This design comes from an exercise in tuning for small area and a short achievable clock period on the open sky130 flow, not from production work. At most, simulation tests tie the RTL to the original design; equivalence was not proved.

==> run H <==
## fp_recip
module fp_recip
(
  input  logic        clk,
  input  logic        reset,
  input  logic        in_valid,
  input  logic [31:0] in_word,
  output logic        out_valid,
  output logic [31:0] out_word
);
Settings: LEC_CHECK=0, CAP_MARGIN=20, CORE_MARGIN=2, CORE_UTILIZATION=60, SLEW_MARGIN=20, SYNTH_HIERARCHICAL=1; clock period 12.0 ns.
standard.sh (not shown) runs the stock make flow with config.mk's settings and CLKGATE_MAP_FILE= SYNTH_SCRIPT=/design/flow/synth_recipe.tcl, a recipe that flattens the netlist after the stock synthesis.
==> flow/flow/run.sh <==
#!/bin/bash
export SETUP_SLACK_MARGIN=6
bash standard.sh > standard.log 2>&1
status=$?
exit $status
==> inputs of run R, as changes to run H <==
==> flow/flow/run.sh (replaced) <==
#!/bin/bash
export SETUP_SLACK_MARGIN=5.5
bash standard.sh > standard.log 2>&1
status=$?
exit $status
==> impl_table.tex <==
\begin{tabular}{lr}
\hline
Metric & Value \\
\hline
\multicolumn{2}{l}{\textbf{Finish}} \\
\quad Fraction of area in non-clock buffers & 0.0262 \\
\quad Count of non-filler cells in the finished layout & 6160 \\
\quad Share of the core filled with cells & 0.637 \\
\multicolumn{2}{l}{\textbf{Clock network}} \\
\quad PostCTS Resize Cnt & 9 \\
\multicolumn{2}{l}{\textbf{Status}} \\
\quad Result of the run & finished clean \\
\multicolumn{2}{l}{\textbf{Critical path}} \\
\quad Path length in cells of the critical path & 17 \\
\multicolumn{2}{l}{\textbf{STA}} \\
\quad Hold slack & around 0.32 ns \\
\multicolumn{2}{l}{\textbf{Global routing}} \\
\quad Met2 Track Usage GR & 0.557 \\
\multicolumn{2}{l}{\textbf{Route}} \\
\quad Detail-routed via count per cell & between 6 and 7 \\
\hline
\end{tabular}
That was run R.
==> impl_table.tex <==
\begin{tabular}{lr}
\hline
Metric & Value \\
\hline
\multicolumn{2}{l}{\textbf{Finish}} \\
\quad Count of non-filler cells in the finished layout & 6175 \\
\multicolumn{2}{l}{\textbf{Status}} \\
\quad Result of the run & finished clean \\
\multicolumn{2}{l}{\textbf{Route}} \\
\quad Detail-routed via count per cell & 6.55 \\
\multicolumn{2}{l}{\textbf{Global routing}} \\
\quad Met2 Track Usage GR & 0.558 \\
\multicolumn{2}{l}{\textbf{Critical path}} \\
\quad Path length in cells of the critical path & 18 \\
\hline
\end{tabular}
That was run H.

---

==> job 4354 <==
Another version of the RTL of fp_recip (not shown whole).
==> flow/design.v (excerpt) <==
module fp_recip
(
  input  logic        clk,
  input  logic        reset,
  input  logic        in_valid,
  input  logic [31:0] in_word,
  output logic        out_valid,
  output logic [31:0] out_word
);
  logic [7:0] q_in;
  logic [6:0] s_in;    
  always_comb begin
    q_in = 8'd0;
    s_in = 7'd0;
    case (in_word[22:15])
      8'd0: begin q_in = 8'd255; s_in = 7'd0; end
      8'd1: begin q_in = 8'd254; s_in = 7'd1; end
      8'd2: begin q_in = 8'd252; s_in = 7'd4; end
      8'd3: begin q_in = 8'd250; s_in = 7'd9; end
      8'd4: begin q_in = 8'd248; s_in = 7'd16; end
      8'd5: begin q_in = 8'd246; s_in = 7'd25; end
      8'd6: begin q_in = 8'd244; s_in = 7'd36; end
      8'd7: begin q_in = 8'd242; s_in = 7'd49; end
      8'd8: begin q_in = 8'd240; s_in = 7'd64; end
      8'd9: begin q_in = 8'd238; s_in = 7'd81; end
      8'd10: begin q_in = 8'd236; s_in = 7'd100; end
      8'd11: begin q_in = 8'd234; s_in = 7'd121; end
      8'd12: begin q_in = 8'd233; s_in = 7'd4; end
      8'd13: begin q_in = 8'd231; s_in = 7'd28; end
      8'd14: begin q_in = 8'd229; s_in = 7'd54; end
      8'd15: begin q_in = 8'd227; s_in = 7'd82; end
      8'd16: begin q_in = 8'd225; s_in = 7'd112; end
      8'd17: begin q_in = 8'd224; s_in = 7'd0; end
      8'd18: begin q_in = 8'd222; s_in = 7'd33; end
      8'd19: begin q_in = 8'd220; s_in = 7'd68; end
      8'd20: begin q_in = 8'd218; s_in = 7'd105; end
      8'd21: begin q_in = 8'd217; s_in = 7'd124; end
      8'd22: begin q_in = 8'd215; s_in = 7'd36; end
  ...
==> flow/config.mk <==
export PLATFORM = sky130hd
export DESIGN_NAME = fp_recip
export DESIGN_NICKNAME = fp_recip
export VERILOG_FILES = /design/flow/design.v
export SDC_FILE = /design/flow/constraint.sdc
export NUM_CORES = 4
export LEC_CHECK = 0
export CAP_MARGIN = 20
export CORE_MARGIN = 2
export CORE_UTILIZATION = 60
export SLEW_MARGIN = 20
export SYNTH_HIERARCHICAL = 1
==> flow/constraint.sdc <==
create_clock -name core_clock -period 12.0 [get_ports {clk}]
set_input_delay 2.4000 -clock core_clock [delete_from_list [all_inputs] [get_ports {clk}]]
set_output_delay 2.4000 -clock core_clock [all_outputs]
set_load 0.01 [all_outputs]
==> flow/flow/run.sh <==
#!/bin/bash
export SETUP_SLACK_MARGIN=6.5
bash standard.sh > standard.log 2>&1
status=$?
exit $status
==> inputs of job 4273, as changes to job 4354 <==
==> flow/flow/run.sh (replaced) <==
#!/bin/bash
export SETUP_SLACK_MARGIN=6
bash standard.sh > standard.log 2>&1
status=$?
exit $status
==> impl_metrics.csv <==
group,metric,value,unit
outcome,outcome,"complete, no violations",
final_layout,clk_share,0.0260,
critical_path,required,12.49,ns
final_layout,drive_gt1_frac,0.0671,
final_layout,final_cell_mix,"fa_1 (842), xnor2_1 (584), nand2_1 (564), a22oi_1 (483), inv_1 (332)",
detailed_routing,wirelength,156000,um
min_path,whs_endpoint,"eo4[1]$_DFF_P_",
final_layout,final-nonclk-buf-share,0.0356,
final_layout,syn_to_final_growth,6.43,%
# the run above: job 4273

==> impl_metrics.csv <==
group,metric,value,unit
final_layout,clk_share,0.0251,
min_path,whs_endpoint,"eo4[2]$_DFF_P_",
floorplanning,start_util,0.606,
final_layout,final_cell_mix,"fa_1 (798), xnor2_1 (572), nand2_1 (558), a22oi_1 (465), inv_1 (323)",
final_layout,max_flop_register,"md2S",
final_layout,final-nonclk-buf-share,0.0562,
critical_path,required,12.46,ns
final_layout,seq_area,6520,um^2
detailed_routing,wirelength,164000,um
synth,synth_top_family_by_area,"adder cells",
floorplanning,nWellTaps,1070,
outcome,outcome,"complete, no violations",
# the run above: job 4354


---

==> inputs of tundra <==
Another version of the RTL of fp_recip (not shown whole).
clock: 12.0 ns
lec_check: 0
cap_margin: 20
core_margin: 2
core_utilization: 60
setup_slack_margin: 5
slew_margin: 20
run.sh (not shown) runs the stock make flow with config.mk's settings and CLKGATE_MAP_FILE= SYNTH_SCRIPT=/design/flow/synth_recipe.tcl, a recipe that flattens the netlist after the stock synthesis.
Stock flow here: none of the scripts above is used.
==> ember (differences from tundra) <==
Settings changed: CORE_UTILIZATION 60 to 40, SETUP_SLACK_MARGIN 5 to not set.
==> qor summary <==
quantity                                                                              tundra                    ember
Run status                                                           complete, no violations  complete, no violations
Slack of the worst reg-to-reg path                                                   5460 ps                  5160 ps
Met1 usage                                                                            43.90%                   30.39%
Wire length after detailed routing                                                150,200 um               153,200 um
Final critical delay including setup and external delays                             6733 ps                  6845 ps
Critical path data arrival time                                                      4330 ps                  7350 ps
Type of destination of the critical path                                         output port                 register
Vias in the first global route                                                        43,560                   44,310
Met2 Routed Length                                                                 72,130 um                72,730 um
Clock skew                                                                          41.61 ps                 36.49 ps
HP Start                                                                              eo2[6]                   eo3[1]
WL per Instance                                                                     20.49 um                 19.31 um
Slew at the pin closest to its max-slew limit                                        1108 ps                  1111 ps
Multi-input combinational area share                                                  74.66%                   73.79%
Fill count                                                                             7,889                   13,520
Die Wd                                                                              307.6 um                 375.9 um
Critical Setup Path Class                                            register to output port     register to register
Cell total after placement                                                             7,268                    7,869
Detailed placement HPWL                                                           112,100 um               114,400 um
Share of final-layout standard cells stronger than drive strength 1                   3.124%                   3.063%
Hold Slack                                                                          324.7 ps                 324.8 ps
CP bufs+invs                                                                               1                        3
Placed Instance Area                                                              57,120 um2               57,840 um2
Launch point of the critical path                                                     yS4[0]                   b2[18]
Function was not checked in any run of this note: the RTL went through the layout flow alone.

---

==> run a: inputs <==
fp_recip, a different RTL version from the one above (not shown whole).
clock: 12.0 ns
lec_check: 0
cap_margin: 20
core_margin: 2
core_utilization: 60
setup_slack_margin: 5
slew_margin: 20
synth_hierarchical: 1
==> run b (differences from run a) <==
==> flow/flow/run.sh (new file) <==
#!/bin/bash
export SETUP_SLACK_MARGIN=6
bash standard.sh > standard.log 2>&1
status=$?
exit $status
==> flow/standard.sh (new file) <==
#!/bin/bash
# synth_recipe.tcl (not shown) runs the flow's synth.tcl, then flattens the netlist and writes it again
# the make line also repeats each setting of config.mk as NAME=value (left out here)
make -C /OpenROAD-flow-scripts/flow DESIGN_CONFIG=/design/flow/config.mk WORK_HOME=/design/flow/orfs CLKGATE_MAP_FILE= SYNTH_SCRIPT=/design/flow/synth_recipe.tcl "${@:-finish}"
- SETUP_SLACK_MARGIN: 5 -> not set
removed: flow/run.sh
==> summary.txt <==
Run status
  • Status: timing/DRC/antenna clean

Finish
  • Share of cells above drive strength 1: roughly 4.8%

Critical path
  • Crit path to: out_word[16]
  • Slowest stage delay, CP: 0.67 ns
  • Worst R2R Setup Slack: 5.58 ns
The numbers above come from run a.

==> summary.txt <==
Critical path
  • Crit path to: out_word[14]
  • Slowest stage delay, CP: approximately 0.4 ns
  • Crit Reg-Reg Startpoint: n02[5]$_DFF_P_
  • Worst R2R Setup Slack: approximately 6.2 ns

Route
  • DRC: 0

Finish
  • Share of cells above drive strength 1: 6.75%

Run status
  • Status: timing/DRC/antenna clean

Clock network
  • Post-CTS Hold Buffers: 0
The numbers above come from run b.

what the ideal ports hide:
No port has a modelled driver above. Below, the same layouts with a new extraction and two added sets of constraints. Step 1 sets driving cells, clkbuf_16 on the clock port and buf_2 on the other inputs (assumed; they add their load-dependent delay and slew). Step 2 adds t to the input delays and takes it off the output delays; t is the mean of the earliest and latest rising clock arrival at the registers after step 1. Input paths then give back, and output paths get back, about the clock's delay inside the block. Slacks: no drivers / after step 1 / after step 2; pairs: no drivers / after step 1.
| run | t, ns | setup slack, ns | clock arrival spread, ns | worst slew at a driven data input, ns |
|---|---|---|---|---|
| run H | 0.654 | 6.126 / 6.126 / 5.798 | 0.032 / 0.032 | 0.04 |
| run R | 0.657 | 5.627 / 5.627 / 5.310 | 0.032 / 0.032 | 0.04 |
| job 4354 | 0.641 | 6.292 / 6.292 / 5.959 | 0.018 / 0.018 | 0.05 |
| job 4273 | 0.638 | 6.141 / 6.136 / 5.784 | 0.022 / 0.022 | 0.04 |
| tundra | 0.629 | 5.267 / 5.197 / 5.461 | 0.041 / 0.041 | 0.07 |
| ember | 0.653 | 5.155 / 5.155 / 5.155 | 0.037 / 0.036 | 0.08 |
| run a | 0.655 | 5.316 / 5.245 / 5.576 | 0.042 / 0.043 | 0.04 |
| run b | 0.658 | 6.079 / 6.008 / 6.015 | 0.044 / 0.044 | 0.04 |
After both steps setup and hold are still met in every run listed. The setup slack of job 4273, which loses most, moves by -0.005 ns with the drivers and by -0.357 ns with both steps.
